From an optimization exercise on the open Yosys and OpenROAD flow, aimed at small area, a short achievable clock period and few clock cycles per item; shortcuts taken in it are not production practice.
The RTL was checked by simulation tests, not by an equivalence proof against the original design.

==> flow/design.v <==
package fc2_bias_adder_pkg;
    localparam int FC2_N_LANE  = 16;
    localparam int FC2_N_BATCH = 2;
    localparam int FC2_W_BIAS  = 34;
    localparam int FC2_W_ACC   = 34;
    localparam int FC2_W_OUT   = 32;
    localparam int FC2_W_ADDR  = 1;
    typedef logic [1:0] state_t;
    localparam state_t S_FETCH = 2'd0;
    localparam state_t S_LATCH = 2'd1;
    localparam state_t S_WAIT  = 2'd2;
    localparam state_t S_OUT   = 2'd3;
endpackage
module fc2_bias_sat_add
#(
    parameter int W_A = fc2_bias_adder_pkg::FC2_W_ACC,
    parameter int W_B = fc2_bias_adder_pkg::FC2_W_BIAS,
    parameter int W_O = fc2_bias_adder_pkg::FC2_W_OUT
) (
    input  logic [W_A-1:0] acc,
    input  logic [W_B-1:0] bias,
    output logic [W_O-1:0] sum_sat
);
    localparam int W_S = ((W_A > W_B) ? W_A : W_B) + 1;
    localparam int W_L = W_O - 1;            
    localparam int W_H = W_S - 1 - W_L;      
    function automatic integer n_levels;
        input integer n;
        integer i;
        begin
            n_levels = 0;
            for (i = 0; i < 31; i = i + 1) if ((1 << i) < n) n_levels = i + 1;
        end
    endfunction
    localparam int N_LV = n_levels(W_L);
    function automatic integer pfx_pol;
        input integer i;
        input integer k;
        integer n, l;
        begin
            n = 1;
            for (l = 0; l < k; l = l + 1) n = n + ((i >> l) & 1);
            pfx_pol = n & 1;
        end
    endfunction
    logic [W_S-2:0] a, b;
    assign a = (W_S-1)'($signed(acc));
    assign b = (W_S-1)'($signed(bias));
    logic [W_L-1:0] p0;
    assign p0 = a[W_L-1:0] ^ b[W_L-1:0];
    logic [W_L-1:0] gl [0:N_LV];
    logic [W_L-1:0] tl [0:N_LV];
    logic [W_L-1:0] gln [0:N_LV];
    logic [W_L-1:0] tln [0:N_LV];
    for (genvar k = 0; k <= N_LV; k++) begin : g_inv
        assign gln[k] = ~gl[k];
        assign tln[k] = ~tl[k];
    end
    assign gl[0] = ~(a[W_L-1:0] & b[W_L-1:0]);
    assign tl[0] = ~(a[W_L-1:0] | b[W_L-1:0]);
    for (genvar k = 0; k < N_LV; k++) begin : g_lv
        for (genvar i = 0; i < W_L; i++) begin : g_bit
            if (((i >> k) & 1) == 1) begin : g_op
                localparam int J = ((i >> k) << k) - 1;
                localparam int NT = (i < (2 << k)) ? 0 : 1;
                localparam int HPI = pfx_pol(i, k);
                localparam int LPI = pfx_pol(J, k);
                fc2_pfx_op #(
                    .HP (HPI),
                    .LP (HPI),
                    .NT (NT)
                ) u_op (
                    .g_hi (gl[k][i]),
                    .t_hi (tl[k][i]),
                    .g_lo ((HPI == LPI) ? gl[k][J] : gln[k][J]),
                    .t_lo ((HPI == LPI) ? tl[k][J] : tln[k][J]),
                    .g    (gl[k+1][i]),
                    .t    (tl[k+1][i])
                );
            end else begin : g_pass
                assign gl[k+1][i] = gl[k][i];
                assign tl[k+1][i] = tl[k][i];
            end
        end
    end
    function automatic logic [W_L-1:0] cpol_mask;
        input integer unused;
        integer i;
        begin
            cpol_mask = '0;
            for (i = 1; i < W_L; i = i + 1) cpol_mask[i] = pfx_pol(i - 1, N_LV);
        end
    endfunction
    localparam logic [W_L-1:0] CPOL = cpol_mask(0);
    logic [W_L:0] c;
    assign c[0] = 1'b0;
    for (genvar i = 0; i < W_L - 1; i++) begin : g_carry
        assign c[i+1] = gl[N_LV][i];
    end
    assign c[W_L] = pfx_pol(W_L - 1, N_LV) ? ~gl[N_LV][W_L-1] : gl[N_LV][W_L-1];
    logic sign0, sign1, ovf0, ovf1;
    fc2_bias_hi #(
        .W_H (W_H)
    ) u_hi (
        .a_hi  (a[W_S-2:W_L]),
        .b_hi  (b[W_S-2:W_L]),
        .sign0 (sign0),
        .sign1 (sign1),
        .ovf0  (ovf0),
        .ovf1  (ovf1)
    );
    fc2_bias_clamp #(
        .W_L  (W_L),
        .CPOL (CPOL)
    ) u_clamp (
        .p       (p0),
        .c       (c[W_L-1:0]),
        .c_hi    (c[W_L]),
        .sign0   (sign0),
        .sign1   (sign1),
        .ovf0    (ovf0),
        .ovf1    (ovf1),
        .sum_sat (sum_sat)
    );
endmodule
module fc2_pfx_op
#(
    parameter int HP = 0,
    parameter int LP = 0,
    parameter int NT = 1
) (
    input  logic g_hi,
    input  logic t_hi,
    input  logic g_lo,
    input  logic t_lo,
    output logic g,
    output logic t
);
    logic gh, th, glo, tlo, gt, tt;
    assign gh  = HP ? ~g_hi : g_hi;
    assign th  = HP ? ~t_hi : t_hi;
    assign glo = LP ? ~g_lo : g_lo;
    assign tlo = LP ? ~t_lo : t_lo;
    assign gt  = gh | (th & glo);
    assign tt  = th & tlo;
    assign g   = HP ? gt : ~gt;
    assign t   = (NT == 0) ? 1'b0 : (HP ? tt : ~tt);
endmodule
module fc2_bias_hi
#(
    parameter int W_H = 3
) (
    input  logic [W_H-1:0] a_hi,
    input  logic [W_H-1:0] b_hi,
    output logic           sign0,
    output logic           sign1,
    output logic           ovf0,
    output logic           ovf1
);
    logic signed [W_H:0] h0, h1;
    assign h0 = (W_H+1)'($signed(a_hi)) + (W_H+1)'($signed(b_hi));
    assign h1 = h0 + 1'b1;
    assign ovf0  = !((&h0) || !(|h0));
    assign ovf1  = !((&h1) || !(|h1));
    assign sign0 = h0[W_H];
    assign sign1 = h1[W_H];
endmodule
module fc2_bias_clamp
#(
    parameter int W_L = 31,
    parameter logic [W_L-1:0] CPOL = '0
) (
    input  logic [W_L-1:0] p,
    input  logic [W_L-1:0] c,
    input  logic           c_hi,
    input  logic           sign0,
    input  logic           sign1,
    input  logic           ovf0,
    input  logic           ovf1,
    output logic [W_L:0]   sum_sat
);
    logic sign, ovf;
    assign sign = c_hi ? sign1 : sign0;
    assign ovf  = c_hi ? ovf1 : ovf0;
    assign sum_sat = {sign, ovf ? {W_L{~sign}} : (p ^ c ^ CPOL)};
endmodule
module fc2_bias_adder
#(
    parameter int N_LANE  = fc2_bias_adder_pkg::FC2_N_LANE,
    parameter int N_BATCH = fc2_bias_adder_pkg::FC2_N_BATCH,
    parameter int W_BIAS  = fc2_bias_adder_pkg::FC2_W_BIAS,
    parameter int W_ACC   = fc2_bias_adder_pkg::FC2_W_ACC,
    parameter int W_OUT   = fc2_bias_adder_pkg::FC2_W_OUT,
    parameter int W_ADDR  = fc2_bias_adder_pkg::FC2_W_ADDR
) (
    input  logic                      clk,
    input  logic                      rstn,
    input  logic                      flush,
    output logic [W_ADDR-1:0]         rom_aa,
    output logic                      rom_cena,
    input  logic [N_LANE*W_BIAS-1:0]  rom_qa,
    input  logic                      acc_valid,
    output logic                      acc_ready,
    input  logic [N_LANE*W_ACC-1:0]   acc_data,
    output logic                      out_valid,
    input  logic                      out_ready,
    output logic [N_LANE*W_OUT-1:0]   out_data,
    output logic                      out_last
);
    logic [W_ADDR-1:0]  batch_cnt;   
    logic               rom_ok;      
    logic               ok_idle;     
    logic [W_ADDR-1:0]  rom_aa_q;
    logic [W_ADDR-1:0]  cnt_nxt, inc_nxt, aa_nxt;
    logic               ov_nxt, ok_nxt;
    logic               is_last;
    logic               load;        
    logic               acc_hs;
    logic [N_LANE*W_OUT-1:0] sat_sum;
    assign is_last   = (batch_cnt == W_ADDR'(N_BATCH - 1));
    assign load      = !out_valid || out_ready;
    assign acc_ready = ok_idle || (rom_ok && out_ready);
    assign acc_hs    = acc_valid && acc_ready && !flush;
    assign rom_aa   = rom_aa_q;
    assign rom_cena = 1'b0;
    always_comb begin
        if (flush)       cnt_nxt = '0;
        else if (acc_hs) cnt_nxt = is_last ? '0 : batch_cnt + 1'b1;
        else             cnt_nxt = batch_cnt;
        if (flush)          ov_nxt = 1'b0;
        else if (acc_hs)    ov_nxt = 1'b1;
        else if (out_ready) ov_nxt = 1'b0;
        else                ov_nxt = out_valid;
        inc_nxt = (cnt_nxt == W_ADDR'(N_BATCH - 1)) ? '0 : cnt_nxt + 1'b1;
        ok_nxt  = (rom_aa_q == cnt_nxt);
        aa_nxt  = ok_nxt ? inc_nxt : cnt_nxt;
    end
    for (genvar i = 0; i < N_LANE; i++) begin : g_lane
        fc2_bias_sat_add #(
            .W_A (W_ACC),
            .W_B (W_BIAS),
            .W_O (W_OUT)
        ) u_sat_add (
            .acc     (acc_data[(N_LANE-1-i)*W_ACC +: W_ACC]),
            .bias    (rom_qa[(N_LANE-1-i)*W_BIAS +: W_BIAS]),
            .sum_sat (sat_sum[(N_LANE-1-i)*W_OUT +: W_OUT])
        );
    end
    always_ff @(posedge clk or negedge rstn) begin
        if (!rstn) begin
            batch_cnt <= '0;
            rom_ok    <= 1'b0;
            ok_idle   <= 1'b0;
            rom_aa_q  <= '0;
            out_valid <= 1'b0;
        end else begin
            batch_cnt <= cnt_nxt;
            rom_ok    <= ok_nxt;
            ok_idle   <= ok_nxt && !ov_nxt;
            rom_aa_q  <= aa_nxt;
            out_valid <= ov_nxt;
        end
    end
    always_ff @(posedge clk) begin
        if (load) begin
            out_data <= sat_sum;
            out_last <= is_last;
        end
    end
endmodule
clock: 5.0 ns
lec_check: 0
cap_margin: 20
core_area: 5 5 555 555
die_area: 0 0 560 560
setup_slack_margin: 2.5
slew_margin: 20
synth_hierarchical: 1
synth_minimum_keep_size: 0
standard.sh (not shown) runs the stock make flow with config.mk's settings and CLKGATE_MAP_FILE= SYNTH_SCRIPT=/design/flow/synth_recipe.tcl, a recipe that flattens the netlist after the stock synthesis.
==> flow/flow/run.sh <==
#!/bin/bash
# Own layout flow: the standard ORFS flow, with these settings changed:
#  - the port buffers that global placement inserts on every input and output are buf_2
#    cells instead of the default delay-buffer cells;
#  - ABC sizes its gates for a 1 fF load, leaving upsizing to the timing repair;
#  - the adder-cell mapping step of synthesis is skipped (ADDER_MAP_FILE empty), so the adders
#    are mapped by ABC as plain gates. Registers and their names are those of the standard synthesis.
# Each tool's full output goes to the ORFS logs under orfs/logs; make's own output goes to
# flow_make.log in the folder this runs in.
set -euo pipefail
bash standard.sh "BUFFER_PORTS_ARGS=-buffer_cell sky130_fd_sc_hd__buf_2" "ADDER_MAP_FILE=" "ABC_LOAD_IN_FF=1" finish > flow_make.log 2>&1
The baseline finished with timing, DRC and antenna clean.
Testbench counts at the start, summed over its fixed seeds: cycles 9,616, items 9,600.
Change:
Settings changed: PLACE_DENSITY set to 0.8.
What happened: Design area came out higher by 0.33%. Non-clock buffer count is lower by 17. Worst hold slack loses 0.038 ns. Routed wire length climbs by 12%. Fmax increases by 5.1%. Area after synthesis stays the same. Synthesized cell count is unchanged. Die area stays the same.

[what the ideal ports hide]
The results above use ideal ports. As a check the final layouts listed here were re-extracted and re-timed, cells and wires unchanged. Step 1 assumes that a clkbuf_16 drives the clock port and a buf_2 every other input. Step 2 also shifts input and output timing later by t, the mid clock arrival at the registers, as if the neighbouring blocks saw the same clock. a / b / c = no drivers / after step 1 / after step 2; a / b = the first two.
run	t (ns)	setup slack, ns	hold WS [ns]	latest minus earliest clock arrival (ns)	worst data-port slew with drivers (ns)
the first run	0.830	2.267 / 2.248 / 1.418	0.524 / 0.583 / 0.583	0.037 / 0.037	0.52
the second run	0.828	2.399 / 2.124 / 1.296	0.486 / 0.525 / 0.525	0.049 / 0.049	0.59
After both steps setup and hold are still met in every run listed. For the second run, which loses most, drivers alone change the setup slack by -0.275 ns; drivers and shift together by -1.103 ns.
